Background: an optimization exercise with open tools, aiming at small area, a short achievable clock period and few clock cycles per item. Do not read the settings as production practice. Only simulation tests tie the RTL to the original design; equivalence was not proved. Power figures rest on the tool's default switching activity, not on a simulated workload.

==> flow/design.v <==
`timescale 1ns/1ps
module adjacency_list
(
    input  logic    clk,
    input  logic    reset,
    input  logic    clear,
    input  logic    load_en,
    input  logic [4-1:0]   load_src,
    input  logic [4-1:0]   load_dst,
    input  logic [4-1:0] load_weight,
    input  logic [4-1:0]   rd_node,
    input  logic [3-1:0]   rd_slot,
    output logic [4-1:0]   rd_neighbor,
    output logic [4-1:0] rd_weight,
    output logic [3-1:0]   rd_degree
);
    logic [4-1:0]   nbr_tab [16][6];
    logic [4-1:0] wt_tab  [16][6];
    logic [3-1:0]   degree  [16];
    logic [3-1:0]   src_deg;
    logic [3-1:0]   dst_deg;
    assign src_deg = clear ? '0 : degree[load_src];
    assign dst_deg = clear ? '0 : degree[load_dst];
    always_ff @(posedge clk) begin
        if (!reset) begin
            for (int i = 0; i < 16; i++) begin
                degree[i] <= '0;
            end
        end else begin
            if (clear) begin
                for (int i = 0; i < 16; i++) begin
                    degree[i] <= '0;
                end
            end
            if (load_en) begin
                degree[load_src] <= src_deg + 1'b1;
                degree[load_dst] <= dst_deg + 1'b1;
            end
        end
    end
    always_ff @(posedge clk) begin
        if (load_en) begin
            nbr_tab[load_src][src_deg] <= load_dst;
            wt_tab[load_src][src_deg]  <= load_weight;
            nbr_tab[load_dst][dst_deg] <= load_src;
            wt_tab[load_dst][dst_deg]  <= load_weight;
        end
    end
    assign rd_neighbor = nbr_tab[rd_node][rd_slot];
    assign rd_weight   = wt_tab[rd_node][rd_slot];
    assign rd_degree   = degree[rd_node];
endmodule
`timescale 1ns/1ps
module min_heap
(
    input  logic  clk,
    input  logic  reset,
    input  logic  clear,
    input  logic  push,
    input  logic [8-1:0] push_dist,
    input  logic [4-1:0] push_node,
    input  logic  pop,
    output logic [8-1:0] top_dist,
    output logic [4-1:0] top_node,
    output logic  empty,
    output logic  busy
);
    logic [8-1:0]     heap_dist [1:64];
    logic [4-1:0]     heap_node [1:64];
    logic [7-1:0] len;
    logic [7-1:0] idx;                 
    logic      sift_up;
    logic [7-1:0]  parent_idx;
    logic [7-1:0]  child_idx;
    logic [7:0] left_idx;           
    logic [7:0] right_idx;
    logic       left_ok;
    logic       right_ok;
    logic       up_swap;
    logic       down_swap;
    logic       start_push;
    logic       start_pop;
    assign start_push = !clear && !busy && push;
    assign start_pop  = !clear && !busy && !push && pop;
    assign parent_idx = idx >> 1;
    assign left_idx   = {idx, 1'b0};
    assign right_idx  = {idx, 1'b1};
    assign left_ok    = left_idx <= {1'b0, len};
    assign right_ok   = right_idx <= {1'b0, len};
    always_comb begin
        up_swap   = (idx > 1) && (heap_dist[parent_idx] > heap_dist[idx]);
        child_idx = left_idx[6:0];
        if (right_ok && (heap_dist[right_idx[6:0]] < heap_dist[left_idx[6:0]])) begin
            child_idx = right_idx[6:0];   
        end
        down_swap = left_ok && (heap_dist[child_idx] < heap_dist[idx]);
    end
    always_ff @(posedge clk) begin
        if (!reset) begin
            len     <= '0;
            idx     <= 7'd1;
            sift_up <= 1'b0;
            busy    <= 1'b0;
        end else if (clear) begin
            len  <= '0;
            busy <= 1'b0;
        end else if (start_push) begin
            len     <= len + 1'b1;
            idx     <= len + 1'b1;
            sift_up <= 1'b1;
            busy    <= 1'b1;
        end else if (start_pop) begin
            len     <= len - 1'b1;
            idx     <= 7'd1;
            sift_up <= 1'b0;
            busy    <= 1'b1;
        end else if (busy) begin
            if (sift_up) begin
                if (up_swap) idx <= parent_idx;
                else         busy <= 1'b0;
            end else begin
                if (down_swap) idx <= child_idx;
                else           busy <= 1'b0;
            end
        end
    end
    always_ff @(posedge clk) begin
        if (start_push) begin
            heap_dist[len + 1'b1] <= push_dist;
            heap_node[len + 1'b1] <= push_node;
        end else if (start_pop) begin
            heap_dist[1] <= heap_dist[len];    
            heap_node[1] <= heap_node[len];
        end else if (busy && sift_up && up_swap) begin
            heap_dist[idx]        <= heap_dist[parent_idx];
            heap_node[idx]        <= heap_node[parent_idx];
            heap_dist[parent_idx] <= heap_dist[idx];
            heap_node[parent_idx] <= heap_node[idx];
        end else if (busy && !sift_up && down_swap) begin
            heap_dist[idx]       <= heap_dist[child_idx];
            heap_node[idx]       <= heap_node[child_idx];
            heap_dist[child_idx] <= heap_dist[idx];
            heap_node[child_idx] <= heap_node[idx];
        end
    end
    assign top_dist = heap_dist[1];
    assign top_node = heap_node[1];
    assign empty    = (len == '0);
endmodule
`timescale 1ns/1ps
module dijkstra_ctrl
(
    input  logic    clk,
    input  logic    reset,
    input  logic    edge_valid,
    input  logic [4-1:0]   node_count,
    input  logic [4-1:0]   edge_src,
    input  logic [4-1:0]   edge_dst,
    input  logic [4-1:0] edge_weight,
    input  logic    edge_last,
    input  logic    dist_ready,
    input  logic [4-1:0]   rd_neighbor,
    input  logic [4-1:0] rd_weight,
    input  logic [3-1:0]   rd_degree,
    input  logic [8-1:0]   top_dist,
    input  logic [4-1:0]   top_node,
    input  logic    empty,
    input  logic    busy,
    output logic    edge_ready,
    output logic    dist_valid,
    output logic [4-1:0]   dist_node,
    output logic [8-1:0]   dist_value,
    output logic    dist_last,
    output logic    load_en,
    output logic [4-1:0]   load_src,
    output logic [4-1:0]   load_dst,
    output logic [4-1:0] load_weight,
    output logic    adj_clear,
    output logic [4-1:0]   rd_node,
    output logic [3-1:0]   rd_slot,
    output logic    push,
    output logic [8-1:0]   push_dist,
    output logic [4-1:0]   push_node,
    output logic    pop,
    output logic    heap_clear
);
    localparam logic [3:0] IDLE      = 4'd0;   
    localparam logic [3:0] LOAD      = 4'd1;   
    localparam logic [3:0] INIT      = 4'd2;   
    localparam logic [3:0] POP       = 4'd3;
    localparam logic [3:0] WAIT_POP  = 4'd4;
    localparam logic [3:0] CHECK     = 4'd5;   
    localparam logic [3:0] RELAX     = 4'd6;   
    localparam logic [3:0] WAIT_PUSH = 4'd7;
    localparam logic [3:0] STREAM    = 4'd8;   
    logic [3:0]  state;
    logic [4-1:0]       last_node;         
    logic [4:0]  edge_cnt;
    logic [4-1:0]       cur_node;
    logic [8-1:0]       cur_dist;
    logic [3-1:0]       slot;
    logic [4-1:0]       stream_node;
    logic [8-1:0]       dist_tab [16];
    logic        visited  [16];
    logic        edge_fire;
    logic        job_start;
    logic        slot_ok;
    logic [8-1:0]       cand;
    logic        relax_hit;
    assign edge_ready = (state == IDLE) || (state == LOAD);
    assign edge_fire  = edge_valid && edge_ready;
    assign job_start  = edge_fire && (state == IDLE);
    assign load_en     = edge_fire;
    assign load_src    = edge_src;
    assign load_dst    = edge_dst;
    assign load_weight = edge_weight;
    assign adj_clear   = job_start;
    assign heap_clear  = job_start;
    assign rd_node   = cur_node;
    assign rd_slot   = slot;
    assign slot_ok   = slot < rd_degree;
    assign cand      = cur_dist + {{(8-4){1'b0}}, rd_weight};
    assign relax_hit = slot_ok && !visited[rd_neighbor] && (dist_tab[rd_neighbor] > cand);
    assign push      = (state == INIT) || ((state == RELAX) && relax_hit);
    assign push_dist = (state == INIT) ? '0 : cand;    
    assign push_node = (state == INIT) ? '0 : rd_neighbor;
    assign pop       = (state == POP) && !busy && !empty;
    assign dist_valid = (state == STREAM);
    assign dist_node  = stream_node;
    assign dist_value = dist_tab[stream_node];
    assign dist_last  = (state == STREAM) && (stream_node == last_node);
    always_ff @(posedge clk) begin
        if (!reset) begin
            state       <= IDLE;
            last_node   <= '0;
            edge_cnt    <= '0;
            slot        <= '0;
            stream_node <= '0;
        end else begin
            case (state)
                IDLE: if (job_start) begin
                    last_node <= node_count - 1'b1;
                    edge_cnt  <= 5'd1;
                    state     <= edge_last ? INIT : LOAD;
                end
                LOAD: if (edge_fire) begin
                    edge_cnt <= edge_cnt + 1'b1;
                    if (edge_last) state <= INIT;
                end
                INIT: state <= POP;
                POP: if (!busy) begin
                    if (empty) begin
                        stream_node <= '0;
                        state       <= STREAM;
                    end else begin
                        state <= WAIT_POP;
                    end
                end
                WAIT_POP: if (!busy) state <= CHECK;
                CHECK: begin
                    slot  <= '0;
                    state <= visited[cur_node] ? POP : RELAX;   
                end
                RELAX: begin
                    if (!slot_ok) begin
                        state <= POP;
                    end else begin
                        slot <= slot + 1'b1;
                        if (relax_hit) state <= WAIT_PUSH;
                    end
                end
                WAIT_PUSH: if (!busy) state <= RELAX;
                STREAM: if (dist_ready) begin
                    if (dist_last) state <= IDLE;
                    else           stream_node <= stream_node + 1'b1;
                end
                default: state <= IDLE;
            endcase
        end
    end
    always_ff @(posedge clk) begin
        if (state == INIT) begin
            for (int i = 0; i < 16; i++) begin
                dist_tab[i] <= 8'(255);
                visited[i]  <= 1'b0;
            end
            dist_tab[0] <= '0;
        end
        if (state == POP && !busy && !empty) begin
            cur_node <= top_node;    
            cur_dist <= top_dist;
        end
        if (state == CHECK) visited[cur_node] <= 1'b1;
        if (state == RELAX && relax_hit) dist_tab[rd_neighbor] <= cand;
    end
endmodule
`timescale 1ns/1ps
module dijkstra_top
(
    input  logic    clk,
    input  logic    reset,
    input  logic    edge_valid,
    input  logic [4-1:0]   node_count,
    input  logic [4-1:0]   edge_src,
    input  logic [4-1:0]   edge_dst,
    input  logic [4-1:0] edge_weight,
    input  logic    edge_last,
    input  logic    dist_ready,
    output logic    edge_ready,
    output logic    dist_valid,
    output logic [4-1:0]   dist_node,
    output logic [8-1:0]   dist_value,
    output logic    dist_last
);
    logic    load_en;
    logic [4-1:0]   load_src;
    logic [4-1:0]   load_dst;
    logic [4-1:0] load_weight;
    logic    adj_clear;
    logic [4-1:0]   rd_node;
    logic [3-1:0]   rd_slot;
    logic [4-1:0]   rd_neighbor;
    logic [4-1:0] rd_weight;
    logic [3-1:0]   rd_degree;
    logic    push;
    logic [8-1:0]   push_dist;
    logic [4-1:0]   push_node;
    logic    pop;
    logic    heap_clear;
    logic [8-1:0]   top_dist;
    logic [4-1:0]   top_node;
    logic    empty;
    logic    busy;
    adjacency_list u_adjacency_list (
        .clk         (clk),
        .reset       (reset),
        .clear       (adj_clear),
        .load_en     (load_en),
        .load_src    (load_src),
        .load_dst    (load_dst),
        .load_weight (load_weight),
        .rd_node     (rd_node),
        .rd_slot     (rd_slot),
        .rd_neighbor (rd_neighbor),
        .rd_weight   (rd_weight),
        .rd_degree   (rd_degree)
    );
    min_heap u_min_heap (
        .clk       (clk),
        .reset     (reset),
        .clear     (heap_clear),
        .push      (push),
        .push_dist (push_dist),
        .push_node (push_node),
        .pop       (pop),
        .top_dist  (top_dist),
        .top_node  (top_node),
        .empty     (empty),
        .busy      (busy)
    );
    dijkstra_ctrl u_dijkstra_ctrl (
        .clk         (clk),
        .reset       (reset),
        .edge_valid  (edge_valid),
        .node_count  (node_count),
        .edge_src    (edge_src),
        .edge_dst    (edge_dst),
        .edge_weight (edge_weight),
        .edge_last   (edge_last),
        .dist_ready  (dist_ready),
        .rd_neighbor (rd_neighbor),
        .rd_weight   (rd_weight),
        .rd_degree   (rd_degree),
        .top_dist    (top_dist),
        .top_node    (top_node),
        .empty       (empty),
        .busy        (busy),
        .edge_ready  (edge_ready),
        .dist_valid  (dist_valid),
        .dist_node   (dist_node),
        .dist_value  (dist_value),
        .dist_last   (dist_last),
        .load_en     (load_en),
        .load_src    (load_src),
        .load_dst    (load_dst),
        .load_weight (load_weight),
        .adj_clear   (adj_clear),
        .rd_node     (rd_node),
        .rd_slot     (rd_slot),
        .push        (push),
        .push_dist   (push_dist),
        .push_node   (push_node),
        .pop         (pop),
        .heap_clear  (heap_clear)
    );
endmodule
==> flow/run.sh <==
#!/bin/bash
# synth_recipe.tcl (not shown) runs the flow's synth.tcl, then flattens the netlist and writes it again
# the make line also repeats each setting of config.mk as NAME=value (left out here)
make -C /OpenROAD-flow-scripts/flow DESIGN_CONFIG=/design/flow/config.mk WORK_HOME=/design/flow/orfs CLKGATE_MAP_FILE= SYNTH_SCRIPT=/design/flow/synth_recipe.tcl finish
==> flow/config.mk <==
export PLATFORM = sky130hd
export DESIGN_NAME = dijkstra_top
export DESIGN_NICKNAME = dijkstra_top
export VERILOG_FILES = /design/flow/design.v
export SDC_FILE = /design/flow/constraint.sdc
export NUM_CORES = 4
export LEC_CHECK = 0
export CAP_MARGIN = 20
export CORE_MARGIN = 2
export CORE_UTILIZATION = 40
export SLEW_MARGIN = 20
==> flow/constraint.sdc <==
create_clock -name core_clock -period 12.0 [get_ports {clk}]
set_input_delay 2.4000 -clock core_clock [delete_from_list [all_inputs] [get_ports {clk}]]
set_output_delay 2.4000 -clock core_clock [all_outputs]
set_load 0.01 [all_outputs]
==> run notes <==
per-layer routing:
layer	wire length (um)	GRT usage	up-vias	part of all wire
li1	-	-	30780	-
met1	153600	0.3809	40720	0.37
met5	133	0	-	0.00032
met3	52220	0.08775	1112	0.12
met2	191800	0.4446	5796	0.46
met4	23020	0.1302	20	0.055
worst max-delay path, stage by stage, from the launching register on:
cell and delay (ns):
edfxtp_1 0.32, buf_4 0.39, ha_1 0.43, fa_1 0.62, xor2_4 0.90, mux2i_1 0.27
mux4_2 0.56, nand2b_1 0.10, o31a_1 0.46, a21o_4 0.61, buf_4 0.38, mux2_2 0.37
nand2_1 0.06, o21ai_0 0.14, a211oi_1 0.50, a21oi_1 0.13, ha_1 0.35, nand3_1 0.10
o21bai_1 0.18, a211oi_1 0.38, o2111ai_1 0.37, a211oi_4 1.01, nand2b_1 0.42, o32a_1 0.60
o21bai_2 0.95
cell type report:
type	count	area, sq um	share of cell area
Antenna cell	5	12.51	0.00009971
Tap cell	3743	4683	0.03732
Sequential cell	1788	53100	0.4232
Multi-Input combinational cell	4935	56810	0.4527
Clock inverter	125	1220	0.009722
Timing Repair Buffer	463	3910	0.03116
Inverter	65	246.5	0.001964
Clock buffer	251	5499	0.04382
where the power goes:
group,switching [mW],internal [mW]
registers,0.351,7.58
clock network,2.75,3.65
logic,6.80,4.44
kinds of logic after synthesis:
kind of cell             count (synthesis)  share of synthesized area
adder cells (fa/ha/maj)                 94                    0.01088
XOR/XNOR                                42                   0.003391
multiplexers                          2365                     0.3703
flip-flops                            1788                     0.4699
buffers and inverters                  889                    0.03412
AND/OR/NAND/NOR                       1369                    0.05485
AO/OA/AOI/OAI                         1065                    0.05659
cell usage in the layout (no fill, tap or decap), types with 19 or more instances in the layout:
cell and n:
clkinv_2 37, o21ai_0 565, clkinv_1 41, o22ai_1 20
nand2_1 822, nor3_4 25, nor2_1 130, a211oi_1 36
ha_1 86, edfxtp_1 1724, o21bai_2 46, xnor2_1 27
nor2_2 19, clkbuf_16 210, nand3_1 117, buf_12 27
mux2i_1 786, nor3_1 37, nand4_1 29, inv_1 53
mux4_2 1427, and2_1 34, mux2_2 137, clkdlybuf4s50_1 27
buf_4 404, dfxtp_1 49, a21oi_1 126, o211ai_1 19
clkbuf_1 32, nand2b_1 28, nor2b_1 25, a31oi_1 23
a22oi_1 40
registers in the layout, summed over array words and instances (netlist names), named ones only:
| register | flops |
|---|---|
| u_adjacency_list.degree | 48 |
| u_adjacency_list.nbr_tab | 384 |
| u_adjacency_list.wt_tab | 384 |
| u_dijkstra_ctrl.cur_dist | 8 |
| u_dijkstra_ctrl.cur_node | 4 |
| u_dijkstra_ctrl.dist_tab | 128 |
| u_dijkstra_ctrl.last_node | 4 |
| u_dijkstra_ctrl.slot | 3 |
| u_dijkstra_ctrl.state | 4 |
| u_dijkstra_ctrl.stream_node | 4 |
| u_dijkstra_ctrl.visited | 16 |
| u_min_heap.busy | 1 |
| u_min_heap.heap_dist | 512 |
| u_min_heap.heap_node | 256 |
| u_min_heap.idx | 7 |
| u_min_heap.len | 7 |
| u_min_heap.sift_up | 1 |
path summary, 6_finish.rpt:
path	startpoint	end	slack, ns	depth (start not counted)
worst max-delay path	u_dijkstra_ctrl.cur_node[0]	u_min_heap.heap_dist[20][7]	0.86	24
worst min-delay path	u_dijkstra_ctrl.visited[13]	u_dijkstra_ctrl.visited[13]	0.51	1
worst max register to register	u_dijkstra_ctrl.cur_node[0]	u_min_heap.heap_dist[20][7]	0.86	24
worst min register to register	u_dijkstra_ctrl.visited[13]	u_dijkstra_ctrl.visited[13]	0.51	1
per-stage QoR:
| step | setup slack (ns) | util |
|---|---|---|
| finish | 0.8646 | 0.4457 |
| global route | 0.6685 | 0.4456 |
| CTS | 1.243 | 0.4454 |
| detailed placement | 1.262 | 0.4216 |
| global placement | 1.306 | 0.4215 |
| floorplan | 0.9117 | - |
==> run notes <==
- Post-synth top area cell: edfxtp_1
- I/O Buffers: 35
- PD cells: 203.8 nW/um^2
- Final Skew: 0.08744 ns
- # clock sinks: 1788
- Yosys warnings: 3
- Number of vias in the routed layout: 78430
- Min-delay worst type: flop to flop
- Relative slew slack: 0.2003
- First DRT Iteration DRCs: 10860
- RSZ-0062 raised after global routing: no
- Fillers: 24520
- Fraction of post-synthesis cell area in the top cell type by area: 0.4586
- Die Span Y: 535.3 um
- Post-Syn Area: 112900 sq um
- Total Power: 25.58 mW
- Slew Viols, Final: 0
- Detailed Routing Iterations Pass 1: 8
- Row count: 195
- CTS tree: built
- Number of enable flip-flop cells after synthesis: 1724
- P_leak: 38.63 nW
- Post-Synthesis Cells: 7612
- TritonCTS Buffers: 205
- Fraction of layout cells with a size suffix above 1: 0.3315
- Clk Latency, worst-skew pair: 0.93 ns
- Die area: 286500 sq um
- Fin. Hold Viols: 0
- Most common cell in the synthesized netlist: edfxtp_1
- I/O pin count: 36
- Global route overflow: 0
- First-pass GRT wire length: 594200 um
- Flops & latches, synth: 1788
- Tcrit/Tclk final: 0.9279
- Post-route ant nets: 0
- CTS H-tree depth: 4
- Nets: 7573
- Initial core utilization: 0.4010
- Area grow syn2layout: 11.14%
- Worst-margin pin slew: 1.196 ns
- Design area: 125500 sq um
- Most instantiated cells after synthesis: edfxtp_1, mux4_2, nand2_1, mux2i_1, o21ai_0
- Tot GR Track Use: 0.2902
- Startpoint Class: flop
- Crit Path Max Fanout: 42
- Fmax: 89.80 MHz
- Post-CTS setup repair buffer count: 0
- Pin count of the biggest net entering global routing: 98
- VDD IR max: 250.8 uV
- CP Capture Type: flop
- Cts hold-fix bufs: 0
- Vias/cell: 6.895
- GPL Wtd Cong: 0.9632
- Number of global-route vias before repair: 75620
- Syn nets: 7727
- Clk slew on worst S/H paths: 0.06 ns
- CP required: 12.48 ns
- Routed WL: 420800 um
- Ys async rst share: 0
- Die X: 535.3 um
- Core area: 281600 sq um
- Hold_ws: 0.5052 ns
- Dpl hpwl: 287500 um
- Final setup TNS: 0 ns
- Synth top area cells: edfxtp_1, mux4_2, mux2i_1
- Post-Layout Cell Count: 11380
- Yosys cell types: 107
- Area after DPL: 118700 sq um
- Drt drc: 0
- Wire length per cell: 36.99 um
- Worst-case clock buffer depth: 4
- Root buf cell: clkbuf_16
- Outcome: no timing/DRC/antenna violations
- Arr. time, crit path: 11.61 ns
- CTS resizes: 0
- Placed insts: 10990
- Top FF cell, synth: edfxtp_1
- Total of max-cap violations: 0
- Final setup viols: 0
- Initial antenna violation count: 25
- Setup Crit Path Kind: flop to flop
- Sequential share of the synthesized area: 0.4699
- Mean Syn Cell Area: 14.83 sq um
- Tmin final: 11.14 ns
Testbench counts, summed over its fixed seeds: cycles 56,930, jobs 320.

-- separate check: timing with driven ports --
How much do the figures lean on ideal ports? The routed layout below was timed once more, with nothing changed but the port constraints.
Step 1, drivers: a clkbuf_16 drives clk and a buf_2 each remaining input, both assumed.
Step 2, shift: input delay + t, output delay - t, t = (earliest + latest rising clock arrival at the registers) / 2. This alone moves slack from input paths to output paths.
a / b / c = ideal / step 1 / step 2; a / b = the first two.
t, ns: 1.002
setup slack, ns: 0.865 / 0.865 / 0.865
worst register clock-pin slew, ns: 0.07 / 0.07
After both steps this run still meets setup and hold. The setup slack of this run moves by 0.000 ns with the drivers and by 0.000 ns with both steps.
